What follows belongs to an exercise in optimizing a design on an open flow for small area, a short achievable clock period and few clock cycles per item; a production flow would make more cautious choices.
Function was checked by simulation only, so behaviour that the tests miss may differ from the original.
Power is estimated from default activity; no workload was simulated.

run 1:
// simd_alu_pipe
module simd_alu_pipe #(
  parameter int unsigned WIDTH     = 64,
  parameter int unsigned LANES_MAX = 4
) (
  input  logic             clk,
  input  logic             rst,
  input  logic             in_valid,
  output logic             in_ready,
  input  logic [WIDTH-1:0] a,
  input  logic [WIDTH-1:0] b,
  input  logic [1:0]       lane_mode,
  input  logic [3:0]       op,
  output logic             out_valid,
  input  logic             out_ready,
  output logic [WIDTH-1:0] result,
  output logic [LANES_MAX-1:0] eq,
  output logic [LANES_MAX-1:0] slt,
  output logic [LANES_MAX-1:0] ult
);
==> flow/config.mk <==
export PLATFORM = sky130hd
export DESIGN_NAME = simd_alu_pipe
export DESIGN_NICKNAME = simd_alu_pipe
export VERILOG_FILES = /design/flow/design.v
export SDC_FILE = /design/flow/constraint.sdc
export NUM_CORES = 4
export LEC_CHECK = 0
export ABC_AREA = 1
export CAP_MARGIN = 40
export CORE_MARGIN = 2
export CORE_UTILIZATION = 40
export SLEW_MARGIN = 40
==> flow/constraint.sdc <==
create_clock -name core_clock -period 11.0 [get_ports {clk}]
set_input_delay 2.2000 -clock core_clock [delete_from_list [all_inputs] [get_ports {clk}]]
set_output_delay 2.2000 -clock core_clock [all_outputs]
set_load 0.01 [all_outputs]
standard.sh (not shown) runs the stock make flow with config.mk's settings and CLKGATE_MAP_FILE= SYNTH_SCRIPT=/design/flow/synth_recipe.tcl, a recipe that flattens the netlist after the stock synthesis.
==> flow/flow/run.sh <==
#!/bin/bash
# The standard layout (standard.sh, with the standard synthesis), except
# that the ports are buffered with sky130_fd_sc_hd__buf_1 cells, which timing
# repair may then resize, instead of the cell buffer_ports picks by default,
# and timing repair aims at a setup slack of 5.25 ns.
# make's output goes to make.log here; each ORFS step logs under orfs/logs.
set -euo pipefail
bash standard.sh SETUP_SLACK_MARGIN=5.25 'BUFFER_PORTS_ARGS=-buffer_cell sky130_fd_sc_hd__buf_1' finish > make.log 2>&1
Testbench counts of run 1, summed over its fixed seeds: cycles 16,008, items 16,000.
> inputs changed (run 1 -> run 2)
Settings: SETUP_SLACK_MARGIN: unset -> 5; CTS_BUF_LIST: unset -> sky130_fd_sc_hd__clkbuf_8; PLACE_DENSITY: unset -> 0.8; SLEW_MARGIN: 40 -> 20; CAP_MARGIN: 40 -> 20.
==> flow/flow/run.sh <==
#!/bin/bash
# The standard layout (standard.sh, with the standard synthesis), except
# that the ports are buffered with sky130_fd_sc_hd__buf_1 cells, which timing
# repair may then resize, instead of the cell buffer_ports picks by default.
# make's output goes to make.log here; each ORFS step logs under orfs/logs.
set -euo pipefail
bash standard.sh 'BUFFER_PORTS_ARGS=-buffer_cell sky130_fd_sc_hd__buf_1' finish > make.log 2>&1
Notes after the runs:
Run 2 went all the way through the flow, and no timing, DRC or antenna check failed.
Run 2 against run 1: number of filler cells placed in the layout decreased by 198 relative to the old numbers; non-clock buffer count decreased by 32 relative to the old numbers; global-route wire length before repair decreased by about 14% relative to the old numbers.
Compared run 2 vs run 1, and worst setup slack is down in run 2.
Compared with run 1, run 2 shows final instance count without filler cells lower by 33.
Row fraction of area in registers: run 2 higher / run 1 lower
Between run 2 and run 1, the routed metal-1 wirelength is higher for run 1.
Count of clock-buffer cells in the layout in run 2 is 1 below run 1.
For run 3, these inputs were changed with respect to run 2:
Settings: removing PLACE_DENSITY (formerly 0.8); changing CTS_BUF_LIST from sky130_fd_sc_hd__clkbuf_8 to sky130_fd_sc_hd__clkbuf_4 sky130_fd_sc_hd__clkbuf_8.
Notes after the runs:
- In the flow results for run 3 and run 2, the register-to-register slack is smaller on run 3.
- When the final numbers for run 3 and run 2 were put side by side, the worst setup slack after layout turned out to be greater in run 3.
- met2 routing resource usage after global routing sits higher in run 3 than in run 2.
- Status: fraction of standard cell area that is sequential parity (run 3, run 2)
- Going from run 2 to run 3, area overhead of the layout relative to synthesis has increased; clock network power share has decreased; total design power has increased.

========
delta:
Starting RTL as in the previous note.
clock: 11.0 ns
lec_check: 0
abc_area: 1
cap_margin: 20
core_margin: 2
core_utilization: 40
setup_slack_margin: 5
slew_margin: 20
run.sh (not shown) runs the stock make flow with config.mk's settings and CLKGATE_MAP_FILE= SYNTH_SCRIPT=/design/flow/synth_recipe.tcl, a recipe that flattens the netlist after the stock synthesis.
Stock flow here: none of the scripts above is used.
delta: complete, dirty (max-capacitance violations, max-slew violations)
Testbench counts of delta, summed over its fixed seeds: cycles 16,008, items 16,000.
Relative to delta, the following input files were edited for pepper:
- clearing SETUP_SLACK_MARGIN, which used to be 5
Notes after the runs:
- Looking at the reports, pepper completed the entire flow and the layout it produced met the timing, DRC and antenna checks.
- Taking delta as the reference point, the number of multi-input combinational cells in the layout of pepper falls by 9.
- On worst slew margin relative to its limit: between delta and pepper, it ends up lower for delta.
- Changes observed in pepper relative to delta: max-slew violation count decreased 10, worst hold slack barely changed.
- Relative to delta, the clock period minus final worst setup slack of pepper is higher by 1.83 ns.
- delta ended up with lane_mode[1] as its origin of the worst setup path; pepper ended up with op[1].
- The more densely filled core belongs to delta, not pepper.
- The relative contribution of combinational cells to total power number comes out higher for delta vs pepper.
### pepper -> yarrow
- CTS_BUF_LIST newly set to sky130_fd_sc_hd__clkbuf_4 sky130_fd_sc_hd__clkbuf_8
- PLACE_DENSITY newly set to 0.7
- SETUP_SLACK_MARGIN newly set to 5
==> flow/flow/run.sh (new file) <==
#!/bin/bash
# The standard layout (standard.sh, with the standard synthesis), except
# that the ports are buffered with sky130_fd_sc_hd__buf_1 cells, which timing
# repair may then resize, instead of the cell buffer_ports picks by default.
# make's output goes to make.log here; each ORFS step logs under orfs/logs.
set -euo pipefail
bash standard.sh 'BUFFER_PORTS_ARGS=-buffer_cell sky130_fd_sc_hd__buf_1' finish > make.log 2>&1
==> flow/standard.sh (new file) <==
#!/bin/bash
# synth_recipe.tcl (not shown) runs the flow's synth.tcl, then flattens the netlist and writes it again
# the make line also repeats each setting of config.mk as NAME=value (left out here)
make -C /OpenROAD-flow-scripts/flow DESIGN_CONFIG=/design/flow/config.mk WORK_HOME=/design/flow/orfs CLKGATE_MAP_FILE= SYNTH_SCRIPT=/design/flow/synth_recipe.tcl "${@:-finish}"
removed: flow/run.sh
==> comparison <==
- Looking at busiest layer in global routing, the met2 result is from yarrow; the met1 one comes from pepper.
- yarrow vs pepper, fill cell total of the finished layout went up by 21.
- Reported for yarrow and pepper, synthesis-stage register bit count turned out identical to the last digit.
- Compared to pepper, yarrow reaches a higher achievable clock.
- Compared with pepper, yarrow shows a lower largest stage delay on the critical path.
- yarrow vs pepper on critical path depth: yarrow is the higher one.
- Max layout buffer count excluding clock buffers across yarrow and pepper: yarrow
- Endpoint required time on the critical path for yarrow: 0.06 ns up relative to pepper
- When the final numbers for yarrow and pepper were put side by side, the overall power after layout turned out to be smaller in yarrow.
- Of the two values seen for start point of the critical path, op[1] was produced by pepper and lane_mode[0] by yarrow.
- Sort yarrow and pepper by global-route wire length before repair desc -> top: pepper
--- input diff yarrow..xenon ---
- CTS_BUF_LIST no longer set, was sky130_fd_sc_hd__clkbuf_4 sky130_fd_sc_hd__clkbuf_8
- CAP_MARGIN now 40, was 20
- SLEW_MARGIN now 40, was 20
- PLACE_DENSITY no longer set, was 0.7
Results
The run with more routed wire is xenon, not yarrow.
xenon vs yarrow on maximum VDD drop: xenon is the higher one.
Diff yarrow -> xenon | total number of nets in the final design | up slightly
Changes in cedar relative to xenon:
==> flow/run.sh (new file) <==
#!/bin/bash
# synth_recipe.tcl (not shown) runs the flow's synth.tcl, then flattens the netlist and writes it again
# the make line also repeats each setting of config.mk as NAME=value (left out here)
make -C /OpenROAD-flow-scripts/flow DESIGN_CONFIG=/design/flow/config.mk WORK_HOME=/design/flow/orfs CLKGATE_MAP_FILE= SYNTH_SCRIPT=/design/flow/synth_recipe.tcl finish
removed: flow/flow/run.sh
removed: flow/standard.sh
Findings:
- cedar vs xenon, highest-delay cell along the critical path: sky130_fd_sc_hd__clkdlybuf4s50_1 vs sky130_fd_sc_hd__o21ai_1
- Sequential cell power across cedar and xenon: no real change.
- Post-DP HPWL: cedar vs xenon, no meaningful difference
- Taking cedar over xenon, the final area ratio works out to 1.11.
- cedar vs xenon: switching part of the total power down
- The number of standard cells in the layout, taps in and fillers out reported for cedar is greater than that of xenon by 0.49%.
- cedar | status: complete | timing, DRC, antenna: pass
- Going from xenon to cedar, total via count after detailed routing has increased; number of placed instances, taps included level.
- Going from xenon to cedar, share of cell area taken by flip-flops and latches decreased 0.90 points; proportion of power drawn by flip-flops and latches lower.
- Cmp cedar vs xenon: critical path depth in cells higher in cedar

## static timing again, ports no longer ideal
The flow's constraints put no driver on any port. The routed layouts listed below were extracted and timed again, unchanged, in two steps. Step 1 (the two cells are an assumption about what drives the block):
set clk [get_ports {clk}]
set_driving_cell -lib_cell sky130_fd_sc_hd__clkbuf_16 $clk
set_driving_cell -lib_cell sky130_fd_sc_hd__buf_2 [delete_from_list [all_inputs] $clk]
Step 2 adds t to the input delays and takes it off the output delays; t is the mean of the earliest and latest rising clock arrival at the registers after step 1. Input paths then give back, and output paths get back, about the clock's delay inside the block. Slacks: ideal / step 1 / step 2; pairs: ideal / step 1.
| run | shift t [ns] | setup WS [ns] | worst setup path after step 2 | slew at the worst register clock pin (ns) | worst slew at a driven data input, ns |
|---|---|---|---|---|---|
| run 1 | 0.451 | 5.295 / 5.296 / 4.846 | input to register | 0.08 / 0.08 | 0.09 |
| run 2 | 0.499 | 5.039 / 5.056 / 4.557 | input to register | 0.11 / 0.11 | 0.07 |
| run 3 | 0.502 | 5.090 / 5.121 / 4.619 | input to register | 0.11 / 0.11 | 0.09 |
| delta | 0.437 | 4.959 / 4.991 / 4.554 | input to register | 0.08 / 0.08 | 0.07 |
| pepper | 0.438 | 3.128 / 3.140 / 2.702 | input to register | 0.07 / 0.07 | 0.06 |
| yarrow | 0.470 | 5.074 / 5.099 / 4.629 | input to register | 0.12 / 0.12 | 0.07 |
| xenon | 0.449 | 5.080 / 5.066 / 4.618 | input to register | 0.08 / 0.08 | 0.09 |
| cedar | 0.432 | 5.063 / 5.052 / 4.660 | input to register | 0.08 / 0.08 | 0.07 |
The setup slack of run 2, which loses most, moves by +0.017 ns with the drivers and by -0.482 ns with both steps.
